This is an optimization exercise on Yosys and OpenROAD, whose aim is small area, a short achievable clock period and few clock cycles, not a production implementation. At most, simulation tests tie the RTL to the original design; equivalence was not proved. Power figures rest on the tool's default switching activity, not on a simulated workload.

## isp_top
module isp_top (
    input  logic             clk,
    input  logic             rst_n,
    input  logic             in_valid,
    input  logic             in_mode,
    input  isp_pkg::ratio_t  in_ratio_mode,
    input  logic             pix_valid,
    input  isp_pkg::beat_t   pix_data,
    output logic             busy,
    output logic             out_valid,
    output isp_pkg::result_t out_data
);
For scale: ~2,300 cells after synthesis, about 560 flip-flops, roughly 150 I/O pins, roughly 25,000 um^2 of cells after synthesis.
clock: 8.0 ns
lec_check: 0
abc_area: 1
cap_margin: 20
core_margin: 2
core_utilization: 60
cts_cluster_diameter: 80
cts_cluster_size: 30
setup_slack_margin: 5
slew_margin: 20
standard.sh (not shown) runs the stock make flow with config.mk's settings and CLKGATE_MAP_FILE= SYNTH_SCRIPT=/design/flow/synth_recipe.tcl, a recipe that flattens the netlist after the stock synthesis.
==> flow/flow/run.sh <==
#!/bin/bash
# The standard layout (standard.sh), with plain buffers (buf_1) on the
# ports instead of the delay buffers buffer_ports picks by default, and
# timing repair aimed at a setup slack of 5.3 ns.
set -euo pipefail
mkdir -p logs
export BUFFER_PORTS_ARGS="-buffer_cell sky130_fd_sc_hd__buf_1"
bash standard.sh SETUP_SLACK_MARGIN=5.3 finish > logs/standard.log 2>&1
Next try:
--- a/flow/design.v
+++ b/flow/design.v
@@ -851,23 +851,23 @@
         q183 <= c116;
         q184 <= c118;
         q185 <= c120;
         q186 <= s127;
         q187 <= c78;
         q188 <= c80;
         q189 <= c122;
         q190 <= c124;
         q191 <= c126;
         q192 <= c128;
         sa <= {c254, s281, s279, s277, s275, s273, s271, s269, s255, s225, q129};
-        sb <= {c282, c280, c278, c276, c274, c272, c270, 1'b1, 1'b1, 1'b1, q130};
+        sb <= {c282, c280, c278, c276, c274, c272, c270, 1'b0, 1'b0, 1'b0, q130};
     end
 endmodule
 `default_nettype wire
 `timescale 1ns/1ps
 `default_nettype none
 module isp_top (
     input  logic             clk,
     input  logic             rst_n,
     input  logic             in_valid,
     input  logic             in_mode,
     input  isp_pkg::ratio_t  in_ratio_mode,
@@ -877,24 +877,30 @@
     output logic             out_valid,
     output isp_pkg::result_t out_data
 );
     logic [7:0] bcnt;       
     logic       mode_q;
     logic [1:0] ratio_q;
     logic       busy_q;
     logic       rmode;      
     logic [1:0] rratio;
     logic       last0;
     assign last0 = pix_valid && (bcnt == 8'd191);
-    always_ff @(posedge clk) begin
-        busy_q <= rst_n && (in_valid || (busy_q && !last0));
+    always_ff @(posedge clk or negedge rst_n) begin
+        if (!rst_n) begin
+            busy_q <= 1'b0;
+        end else if (in_valid) begin
+            busy_q <= 1'b1;
+        end else if (last0) begin
+            busy_q <= 1'b0;
+        end
     end
     always_ff @(posedge clk) begin
         if (in_valid) begin
             bcnt    <= '0;
             mode_q  <= in_mode;
             ratio_q <= in_ratio_mode;
         end else if (pix_valid) begin
             bcnt <= last0 ? 8'd0 : bcnt + 8'd1;
         end
         if (last0) begin
             rmode  <= mode_q;
@@ -924,66 +930,61 @@
             colmask0[j] <= (4'(j) >= thr_n);
         end
     end
     always_comb begin
         for (int i = 0; i < 16; i++) begin
             for (int j = 0; j < 7; j++) begin
                 xbits[8*i + j] = (j >= 4 || colmask0[j % 4]) && (pix_data[8*i + j] || (sat && pix_data[8*i + 7]));
             end
             xbits[8*i + 7] = !sat && pix_data[8*i + 7];
         end
     end
-    logic [10:0] sa, sb, sa_n, sb_n;
+    logic [10:0] sa, sb;
     isp_exposure_acc i_tree (
         .clk (clk),
-        .x   (~xbits),
-        .sa  (sa_n),
-        .sb  (sb_n)
+        .x   (xbits),
+        .sa  (sa),
+        .sb  (sb)
     );
-    assign sa = ~sa_n;
-    assign sb = ~sb_n;
-    logic        v1, v2, e3, e4;    
-    logic        first1, first2, last1, last2, g1, sf2, sh2;
+    logic        v1, v2, e3;
+    logic        first1, first2, last1, last2, g1, g2;
     logic [18:0] acc;     
     logic [10:0] acc_lo;
     logic [7:0]  acc_hi;
     logic [1:0]  acc_k;
     always_ff @(posedge clk or negedge rst_n) begin
         if (!rst_n) begin
             v1    <= 1'b0;
             v2    <= 1'b0;
             e3    <= 1'b0;
-            e4    <= 1'b0;
         end else begin
             v1    <= pix_valid;
             v2    <= v1;
             e3    <= v2 && last2;
-            e4    <= e3;
         end
     end
     always_ff @(posedge clk) begin
         last1 <= last0;
         last2 <= last1;
     end
     always_ff @(posedge clk) begin
         first1 <= pix_valid && (bcnt == 8'd0);
         first2 <= first1;
         g1     <= green0;
-        sf2    <= v1 && g1;
-        sh2    <= v1 && !g1;
+        g2     <= g1;
         {acc_k, acc_lo} <= 13'(first2 ? 11'd0 : acc_lo)
-                         + (13'(sa & {11{sf2}}) | 13'(sa[10:1] & {10{sh2}}))
-                         + (13'(sb & {11{sf2}}) | 13'(sb[10:1] & {10{sh2}}));
+                         + (!v2 ? 13'd0 : g2 ? 13'(sa) : 13'(sa[10:1]))
+                         + (!v2 ? 13'd0 : g2 ? 13'(sb) : 13'(sb[10:1]));
         acc_hi <= first2 ? 8'd0 : acc_hi + 8'(acc_k);
     end
-    assign acc = {acc_hi, acc_lo};
+    assign acc = {acc_hi + 8'(acc_k), acc_lo};
     logic [7:0] expo_res;
     always_comb begin
         case (rratio)
             2'd0:    expo_res = {2'b0, acc[18:13]};
             2'd1:    expo_res = {1'b0, acc[18:12]};
             2'd2:    expo_res = acc[18:11];
             default: expo_res = acc[17:10];
         endcase
     end
     logic       wv1, wred1, wend1;
     logic [6:0] wp1 [3];
@@ -1029,27 +1030,27 @@
         .t1    (ch[1][11]),
         .t2    (ch[2][11]),
         .n0    (ch[0][10]),
         .u0    (ch[0][9]),
         .u1    (ch[1][9]),
         .u2    (ch[2][9]),
         .rot   (pact),
         .done  (fdone_p),
         .res   (fres)
     );
     logic pend, fire, fdone;
-    assign fire = (e4 || pend) && (rmode || fdone);
+    assign fire = (e3 || pend) && (rmode || fdone);
     always_ff @(posedge clk or negedge rst_n) begin
         if (!rst_n) begin
-            pend  <= 1'b0;
-            fdone <= 1'b0;
+            pend      <= 1'b0;
+            fdone     <= 1'b0;
+            out_valid <= 1'b0;
+            out_data  <= '0;
         end else begin
-            pend  <= !fire && (pend || e4);
-            fdone <= !fire && (fdone || fdone_p);
+            pend      <= !fire && (pend || e3);
+            fdone     <= !fire && (fdone || fdone_p);
+            out_valid <= fire;
+            out_data  <= fire ? (rmode ? expo_res : {6'd0, fres}) : 8'd0;
         end
     end
-    always_ff @(posedge clk) begin
-        out_valid <= fire;
-        out_data  <= fire ? (rmode ? expo_res : {6'd0, fres}) : 8'd0;
-    end
 endmodule
 `default_nettype wire
The new run went through all stages and came out clean.
Total power went up by 1.4%.
Via count went up by 2.1%.
Sequential power is about the same.
Core utilization went up by 0.52 points.
Setup slack got worse by 0.029 ns.
Clock-buffer cell count went down by 2.
Area after synthesis stays flat.
Cell count went up by 1.2%.
Synthesized cell count went up by about 0.5%.
Fmax went down by about 1%.
Testbench counts after the change, summed over its fixed seeds: cycles 18,626.
For the first run of this note, only the layout was checked, not whether the RTL still works.

* * *

isp_top, a different RTL version from the one above (not shown whole).
Size in the first run: about 150 I/O pins, about 25000 um2 of cells after synthesis.
Design isp_top, start of the top module:
module isp_top (
    input  logic             clk,
    input  logic             rst_n,
    input  logic             in_valid,
    input  logic             in_mode,
    input  isp_pkg::ratio_t  in_ratio_mode,
    input  logic             pix_valid,
    input  isp_pkg::beat_t   pix_data,
    output logic             busy,
    output logic             out_valid,
    output isp_pkg::result_t out_data
);
    logic [7:0] bcnt;       
    logic       mode_q;
    logic [1:0] ratio_q;
    logic       busy_q;
    logic       rmode;      
    logic [1:0] rratio;
    logic       last0;
    assign last0 = pix_valid && (bcnt == 8'd191);
    always_ff @(posedge clk) begin
        busy_q <= rst_n && (in_valid || (busy_q && !last0));
    end
    always_ff @(posedge clk) begin
        if (in_valid) begin
            bcnt    <= '0;
            mode_q  <= in_mode;
            ratio_q <= in_ratio_mode;
        end else if (pix_valid) begin
            bcnt <= last0 ? 8'd0 : bcnt + 8'd1;
        end
        if (last0) begin
            rmode  <= mode_q;
            rratio <= ratio_q;
        end
    end
    assign busy = busy_q;
    logic red0, green0, blue0, wrow0;
    assign red0   = (bcnt[7:6] == 2'd0);
  ...
Settings: LEC_CHECK=0, ABC_AREA=1, CAP_MARGIN=20, CORE_MARGIN=2, CORE_UTILIZATION=60, CTS_CLUSTER_DIAMETER=80, CTS_CLUSTER_SIZE=30, SETUP_SLACK_MARGIN=5, SLEW_MARGIN=20; clock period 8.0 ns.
Scripts as last shown in full above: flow/flow/run.sh
Testbench counts at the start, summed over its fixed seeds: cycles 18,626.
Next try:
--- a/flow/design.v
+++ b/flow/design.v
@@ -856,13 +856,13 @@
         q188 <= c80;
         q189 <= c122;
         q190 <= c124;
         q191 <= c126;
         q192 <= c128;
         sa <= {c254, s281, s279, s277, s275, s273, s271, s269, s255, s225, q129};
-        sb <= {c282, c280, c278, c276, c274, c272, c270, 1'b1, 1'b1, 1'b1, q130};
+        sb <= {c282, c280, c278, c276, c274, c272, c270, 1'b0, 1'b0, 1'b0, q130};
     end
 endmodule
 `default_nettype wire
 `timescale 1ns/1ps
 `default_nettype none
 module isp_top (
@@ -929,23 +929,21 @@
             for (int j = 0; j < 7; j++) begin
                 xbits[8*i + j] = (j >= 4 || colmask0[j % 4]) && (pix_data[8*i + j] || (sat && pix_data[8*i + 7]));
             end
             xbits[8*i + 7] = !sat && pix_data[8*i + 7];
         end
     end
-    logic [10:0] sa, sb, sa_n, sb_n;
+    logic [10:0] sa, sb;
     isp_exposure_acc i_tree (
         .clk (clk),
-        .x   (~xbits),
-        .sa  (sa_n),
-        .sb  (sb_n)
+        .x   (xbits),
+        .sa  (sa),
+        .sb  (sb)
     );
-    assign sa = ~sa_n;
-    assign sb = ~sb_n;
     logic        v1, v2, e3;
-    logic        first1, first2, last1, last2, g1, sf2, sh2;
+    logic        first1, first2, last1, last2, g1, g2;
     logic [18:0] acc;     
     logic [10:0] acc_lo;
     logic [7:0]  acc_hi;
     logic [1:0]  acc_k;
     always_ff @(posedge clk or negedge rst_n) begin
         if (!rst_n) begin
@@ -963,17 +961,16 @@
         last2 <= last1;
     end
     always_ff @(posedge clk) begin
         first1 <= pix_valid && (bcnt == 8'd0);
         first2 <= first1;
         g1     <= green0;
-        sf2    <= v1 && g1;
-        sh2    <= v1 && !g1;
+        g2     <= g1;
         {acc_k, acc_lo} <= 13'(first2 ? 11'd0 : acc_lo)
-                         + (13'(sa & {11{sf2}}) | 13'(sa[10:1] & {10{sh2}}))
-                         + (13'(sb & {11{sf2}}) | 13'(sb[10:1] & {10{sh2}}));
+                         + (!v2 ? 13'd0 : g2 ? 13'(sa) : 13'(sa[10:1]))
+                         + (!v2 ? 13'd0 : g2 ? 13'(sb) : 13'(sb[10:1]));
         acc_hi <= first2 ? 8'd0 : acc_hi + 8'(acc_k);
     end
     assign acc = {acc_hi + 8'(acc_k), acc_lo};
     logic [7:0] expo_res;
     always_comb begin
         case (rratio)
Result: Non-clock buffer count climbs by 7. Synthesized cell count climbs slightly. Via count climbs by a few percent. Setup slack got worse by 110 ps. Clock skew hardly moves. Final area climbs slightly. Area after synthesis hardly moves. Die area stays flat. Sequential share of layout area drops by 0.60 points.
Function not checked in the second run of this note: the RTL went through the layout flow alone.

afterwards: timing with drivers on the ports:
No port has a modelled driver above. Below, the same layouts with a new extraction and two added sets of constraints.
Step 1 sets driving cells, clkbuf_16 on the clock port and buf_2 on the other inputs (assumed; they add their load-dependent delay and slew).
Step 2, shift: input delay + t, output delay - t, t = (earliest + latest rising clock arrival at the registers) / 2. This alone moves slack from input paths to output paths.
a / b / c = ideal / step 1 / step 2; a / b = the first two.
run | t, ns | slack for setup (ns) | slew at the worst register clock pin (ns) | worst data-port slew with drivers (ns)
the first run of note 1 | 0.649 | 5.305 / 5.278 / 4.670 | 0.11 / 0.11 | 0.08
the second run of note 1 | 0.663 | 5.276 / 5.215 / 4.701 | 0.11 / 0.11 | 0.04
the first run of note 2 | 0.645 | 5.313 / 5.297 / 4.704 | 0.11 / 0.11 | 0.04
the second run of note 2 | 0.659 | 5.204 / 5.204 / 4.679 | 0.11 / 0.11 | 0.06
After both steps every run listed still meets setup and hold. For the first run of note 1, which loses most, drivers alone change the setup slack by -0.027 ns; drivers and shift together by -0.635 ns.
